This design comes from an exercise in tuning for small area, a short achievable clock period and few clock cycles per item on the open sky130 flow, not from production work.
At most, simulation tests tie the RTL to the original design; equivalence was not proved.

Setup of v39:
// mandel_engine
module mandel_engine #(
    parameter int BITS      = 16,
    parameter int ITER_BITS = 7
) (
    input  logic                   clk,
    input  logic                   rst_n,
    input  logic                   in_valid,
    output logic                   in_ready,
    input  logic signed [BITS-1:0] in_x,
    input  logic signed [BITS-1:0] in_y,
    input  logic                   julia_mode,
    input  logic signed [BITS-1:0] julia_cx,
    input  logic signed [BITS-1:0] julia_cy,
    input  logic [ITER_BITS-1:0]   max_iter,
    input  logic                   abort,
    output logic                   out_valid,
    input  logic                   out_ready,
    output logic [ITER_BITS-1:0]   out_iter,
    output logic                   out_escaped,
    output logic                   busy
);
==> flow/config.mk <==
export PLATFORM = sky130hd
export DESIGN_NAME = mandel_engine
export DESIGN_NICKNAME = mandel_engine
export VERILOG_FILES = /design/flow/design.v
export SDC_FILE = /design/flow/constraint.sdc
export NUM_CORES = 4
export LEC_CHECK = 0
export CAP_MARGIN = 20
export CORE_MARGIN = 2
export CORE_UTILIZATION = 65
export CTS_BUF_LIST = sky130_fd_sc_hd__clkbuf_8
export PLACE_DENSITY = 0.75
export SLEW_MARGIN = 90
export SYNTH_HIERARCHICAL = 1
export SYNTH_MINIMUM_KEEP_SIZE = 0
==> flow/constraint.sdc <==
create_clock -name core_clock -period 14.0 [get_ports {clk}]
set_input_delay 2.8000 -clock core_clock [delete_from_list [all_inputs] [get_ports {clk}]]
set_output_delay 2.8000 -clock core_clock [all_outputs]
set_load 0.01 [all_outputs]
standard.sh (not shown) runs the stock make flow with config.mk's settings and CLKGATE_MAP_FILE= SYNTH_SCRIPT=/design/flow/synth_recipe.tcl, a recipe that flattens the netlist after the stock synthesis.
==> flow/flow/run.sh <==
#!/bin/bash
# The standard layout (standard.sh), with the port buffers made from
# sky130_fd_sc_hd__buf_1 cells instead of the default choice of a delay
# buffer, and clock tree synthesis without dummy loads.
set -euo pipefail
export BUFFER_PORTS_ARGS="-buffer_cell sky130_fd_sc_hd__buf_1"
export CTS_ARGS="-sink_clustering_enable -repair_clock_nets -buf_list sky130_fd_sc_hd__clkbuf_8 -dont_use_dummy_load"
bash standard.sh > standard.log 2>&1
5_1_grt: v39 exited with error
> inputs changed (v39 -> v43)
- swapping 90 for 20 in SLEW_MARGIN
==> run summary <==
v43 went all the way through synthesis, placement and routing and the layout is clean on timing, DRC and antenna. From v43 to v39, number of port buffers did not move at all. v43 gives less count of cells resized by post-cts repair than v39 did. Changes observed in v43 relative to v39: post-synthesis instance area now sits at about the same level; estimated wirelength of the detail-placed design now sits lower; count of hold buffers inserted by post-cts repair now sits at about the same level; pre-CTS setup slack now sits higher; instance area at placement now sits lower. v43 vs v39, number of instances in the placed design went down by 347.
For v38, these inputs were changed with respect to v43:
- swapping 20 for 80 in SLEW_MARGIN
[summary]
v38 reports its launch point of the worst path as zxn_q[2] while v43 reports zxn_q[3]. On v38: final worst-path setup slack is 0.35 ns lower than what v43 gave. v38 vs v43: fraction of the cycle the final worst path needs up in v38. v43 -> v38: non-clock inverter instance count of the final layout delta 0, exact match.
> inputs changed (v38 -> v45)
- a change of SLEW_MARGIN from 80 to 20
==> flow/flow/run.sh <==
#!/bin/bash
# The standard layout (standard.sh), with the port buffers made from
# sky130_fd_sc_hd__buf_1 cells instead of the default choice of a delay
# buffer, clock tree synthesis without dummy loads, and gain-based buffering
# of high-fanout nets after global placement (flow/gain.tcl) and after
# detailed placement (flow/bufs.tcl).
set -euo pipefail
export BUFFER_PORTS_ARGS="-buffer_cell sky130_fd_sc_hd__buf_1"
export CTS_ARGS="-sink_clustering_enable -repair_clock_nets -buf_list sky130_fd_sc_hd__clkbuf_8 -dont_use_dummy_load"
export POST_GLOBAL_PLACE_TCL="$(pwd)/flow/gain.tcl"
export POST_DETAIL_PLACE_TCL="$(pwd)/flow/bufs.tcl"
bash standard.sh > standard.log 2>&1
==> flow/flow/bufs.tcl (new file) <==
# After detailed placement: buffers that drive many loads get a stronger
# drive of their own kind (buf_4 -> buf_8).
set n 0
foreach inst [get_cells *] {
  if {[get_property $inst ref_name] ne "sky130_fd_sc_hd__buf_4"} { continue }
  set o [get_pins -of_objects $inst -filter "direction == output"]
  set loads [llength [get_pins -of_objects [get_nets -of_objects $o] -filter "direction == input"]]
  if {$loads >= 16} {
    replace_cell $inst sky130_fd_sc_hd__buf_8
    incr n
  }
}
puts "bufs.tcl: upsized $n buffers"
==> flow/flow/gain.tcl (new file) <==
# After global placement: registers that drive many loads get the
# strongest drive of their own cell type (dfxtp_1 -> dfxtp_4).
set n 0
foreach inst [get_cells *] {
  if {[get_property $inst ref_name] ne "sky130_fd_sc_hd__dfxtp_1"} { continue }
  set q [get_pins -of_objects $inst -filter "direction == output"]
  set loads [llength [get_pins -of_objects [get_nets -of_objects $q] -filter "direction == input"]]
  if {$loads >= 8} {
    replace_cell $inst sky130_fd_sc_hd__dfxtp_4
    incr n
  }
}
puts "gain.tcl: upsized $n registers"
## What came out
v38 reports its critical-path cell with the highest stage delay as sky130_fd_sc_hd__clkdlybuf4s50_1 while v45 reports sky130_fd_sc_hd__fa_1. v45: all stages complete, timing, DRC and antenna checks passed. Per the comparison of v45 with v38, share of final-layout standard cells stronger than drive strength 1 has decreased; worst-case setup margin in the final layout has increased; maximum cell stage delay along the critical path has increased.
No functional check of the RTL was part of any run of this note.


Another version of the RTL of mandel_engine (not shown whole).
Size: about 120 flip-flops, ~0.018 mm^2 of cells after synthesis.
==> flow/config.mk <==
export PLATFORM = sky130hd
export DESIGN_NAME = mandel_engine
export DESIGN_NICKNAME = mandel_engine
export VERILOG_FILES = /design/flow/design.v
export SDC_FILE = /design/flow/constraint.sdc
export NUM_CORES = 4
export LEC_CHECK = 0
export CAP_MARGIN = 20
export CORE_ASPECT_RATIO = 0.7
export CORE_MARGIN = 2
export CORE_UTILIZATION = 65
export CTS_BUF_LIST = sky130_fd_sc_hd__clkbuf_8
export PLACE_DENSITY = 0.8
export SLEW_MARGIN = 20
export SYNTH_HIERARCHICAL = 1
export SYNTH_MINIMUM_KEEP_SIZE = 0
==> flow/constraint.sdc <==
create_clock -name core_clock -period 14.0 [get_ports {clk}]
set_input_delay 2.8000 -clock core_clock [delete_from_list [all_inputs] [get_ports {clk}]]
set_output_delay 2.8000 -clock core_clock [all_outputs]
set_load 0.01 [all_outputs]
==> flow/flow/run.sh <==
#!/bin/bash
# The standard layout (standard.sh), with: the port buffers made from
# sky130_fd_sc_hd__buf_1 cells instead of the default choice of a delay
# buffer; clock tree synthesis without dummy loads; after global placement,
# registers with many loads upsized (flow/gain.tcl); after detailed
# placement, buffers with many loads upsized (flow/bufs.tcl).
set -euo pipefail
export BUFFER_PORTS_ARGS="-buffer_cell sky130_fd_sc_hd__buf_1"
export CTS_ARGS="-sink_clustering_enable -repair_clock_nets -buf_list sky130_fd_sc_hd__clkbuf_8 -dont_use_dummy_load"
export POST_GLOBAL_PLACE_TCL="$(pwd)/flow/gain.tcl"
export POST_DETAIL_PLACE_TCL="$(pwd)/flow/bufs.tcl"
bash standard.sh > standard.log 2>&1
==> flow/flow/bufs.tcl <==
# After detailed placement: buffers that drive many loads get a stronger
# drive of their own kind (buf_4 -> buf_8).
set n 0
foreach inst [get_cells *] {
  if {[get_property $inst ref_name] ne "sky130_fd_sc_hd__buf_4"} { continue }
  set o [get_pins -of_objects $inst -filter "direction == output"]
  set loads [llength [get_pins -of_objects [get_nets -of_objects $o] -filter "direction == input"]]
  if {$loads >= 16} {
    replace_cell $inst sky130_fd_sc_hd__buf_8
    incr n
  }
}
puts "bufs.tcl: upsized $n buffers"
==> flow/flow/gain.tcl <==
# After global placement: registers that drive many loads get the
# strongest drive of their own cell type (dfxtp_1 -> dfxtp_4).
set n 0
foreach inst [get_cells *] {
  if {[get_property $inst ref_name] ne "sky130_fd_sc_hd__dfxtp_1"} { continue }
  set q [get_pins -of_objects $inst -filter "direction == output"]
  set loads [llength [get_pins -of_objects [get_nets -of_objects $q] -filter "direction == input"]]
  if {$loads >= 8} {
    replace_cell $inst sky130_fd_sc_hd__dfxtp_4
    incr n
  }
}
puts "gain.tcl: upsized $n registers"
Testbench counts at the start, summed over its fixed seeds: cycles 83,179, points 2,048.
Rerun with:
==> flow/flow/run.sh (replaced) <==
#!/bin/bash
# The standard layout (standard.sh), with the port buffers made from
# sky130_fd_sc_hd__buf_1 cells instead of the default choice of a delay
# buffer, clock tree synthesis without dummy loads, and gain-based buffering
# of high-fanout nets after global placement (flow/gain.tcl) and after
# detailed placement (flow/bufs.tcl).
set -euo pipefail
export BUFFER_PORTS_ARGS="-buffer_cell sky130_fd_sc_hd__buf_1"
export CTS_ARGS="-sink_clustering_enable -repair_clock_nets -buf_list sky130_fd_sc_hd__clkbuf_8 -dont_use_dummy_load"
export POST_GLOBAL_PLACE_TCL="$(pwd)/flow/gain.tcl"
export POST_DETAIL_PLACE_TCL="$(pwd)/flow/bufs.tcl"
bash standard.sh > standard.log 2>&1
CORE_ASPECT_RATIO = default   (was 0.7)
What happened: The changed run ran to the end with no violations; final cell count climbs by 0.33%; sequential share of layout area hardly moves.
Rerun with:
==> flow/flow/run.sh (replaced) <==
#!/bin/bash
# The standard layout (standard.sh), with: the port buffers made from
# sky130_fd_sc_hd__buf_1 cells instead of the default choice of a delay
# buffer; clock tree synthesis without dummy loads; after global placement,
# registers with many loads upsized (flow/gain.tcl); after detailed
# placement, buffers with many loads upsized (flow/bufs.tcl).
set -euo pipefail
export BUFFER_PORTS_ARGS="-buffer_cell sky130_fd_sc_hd__buf_1"
export CTS_ARGS="-sink_clustering_enable -repair_clock_nets -buf_list sky130_fd_sc_hd__clkbuf_8 -dont_use_dummy_load"
export POST_GLOBAL_PLACE_TCL="$(pwd)/flow/gain.tcl"
export POST_DETAIL_PLACE_TCL="$(pwd)/flow/bufs.tcl"
bash standard.sh > standard.log 2>&1
GPL_TIMING_DRIVEN = 0   (was default)
=>
- utilization barely changes
- worst hold slack gets worse by 0.078 ns
- clock skew is about the same
- setup slack loses 1.0 ns
- maximum frequency goes down by 14%
- via count rises by 2.8%
Rerun with:
GPL_TIMING_DRIVEN = default   (was 0)
Effect: The changed run finished with timing, DRC and antenna clean; setup slack gets better by 1.0 ns; final area barely changes; non-clock buffer count shrinks by 77.
Rerun with:
==> flow/flow/run.sh (replaced) <==
#!/bin/bash
# The standard layout (standard.sh), with the port buffers made from
# sky130_fd_sc_hd__buf_1 cells instead of the default choice of a delay
# buffer, clock tree synthesis without dummy loads, and gain-based buffering
# of high-fanout nets after global placement (flow/gain.tcl) and after
# detailed placement (flow/bufs.tcl).
set -euo pipefail
export BUFFER_PORTS_ARGS="-buffer_cell sky130_fd_sc_hd__buf_1"
export CTS_ARGS="-sink_clustering_enable -repair_clock_nets -buf_list sky130_fd_sc_hd__clkbuf_8 -dont_use_dummy_load"
export POST_GLOBAL_PLACE_TCL="$(pwd)/flow/gain.tcl"
export POST_DETAIL_PLACE_TCL="$(pwd)/flow/bufs.tcl"
bash standard.sh > standard.log 2>&1
CORE_UTILIZATION = 60   (was 65)
PLACE_DENSITY = 0.7   (was 0.8)
Sequential cell count is unchanged.
First-iteration DRC count fell by about 27%.
Die area rose by about 8%.
Clock-buffer cell count stays the same.
Maximum frequency fell by 0.93%.

-- port drivers added, routing unchanged --
Ports are ideal in the flow. The routed layouts listed here were re-timed in OpenROAD. Step 1, drivers: a clkbuf_16 drives clk and a buf_2 each remaining input, both assumed. Step 2, shift: input delay + t, output delay - t, t = (earliest + latest rising clock arrival at the registers) / 2. This alone moves slack from input paths to output paths. a / b / c = ideal ports / drivers / drivers and shift; a / b = the first two.
run | t, ns | setup slack, ns | hold slack, ns
v43 | 0.491 | 7.640 / 7.640 / 7.640 | 0.543 / 0.543 / 0.543
v38 | 0.488 | 7.292 / 7.292 / 7.292 | 0.549 / 0.549 / 0.549
v45 | 0.496 | 7.769 / 7.769 / 7.769 | 0.541 / 0.541 / 0.541
the first run of note 2 | 0.532 | 7.770 / 7.770 / 7.770 | 0.549 / 0.549 / 0.549
the second run of note 2 | 0.509 | 7.894 / 7.894 / 7.894 | 0.540 / 0.540 / 0.540
the third run of note 2 | 0.501 | 6.867 / 6.867 / 6.867 | 0.463 / 0.463 / 0.463
the fourth run of note 2 | 0.509 | 7.894 / 7.894 / 7.894 | 0.540 / 0.540 / 0.540
the fifth run of note 2 | 0.497 | 7.836 / 7.836 / 7.836 | 0.546 / 0.546 / 0.546
After both steps every run listed still meets setup and hold.
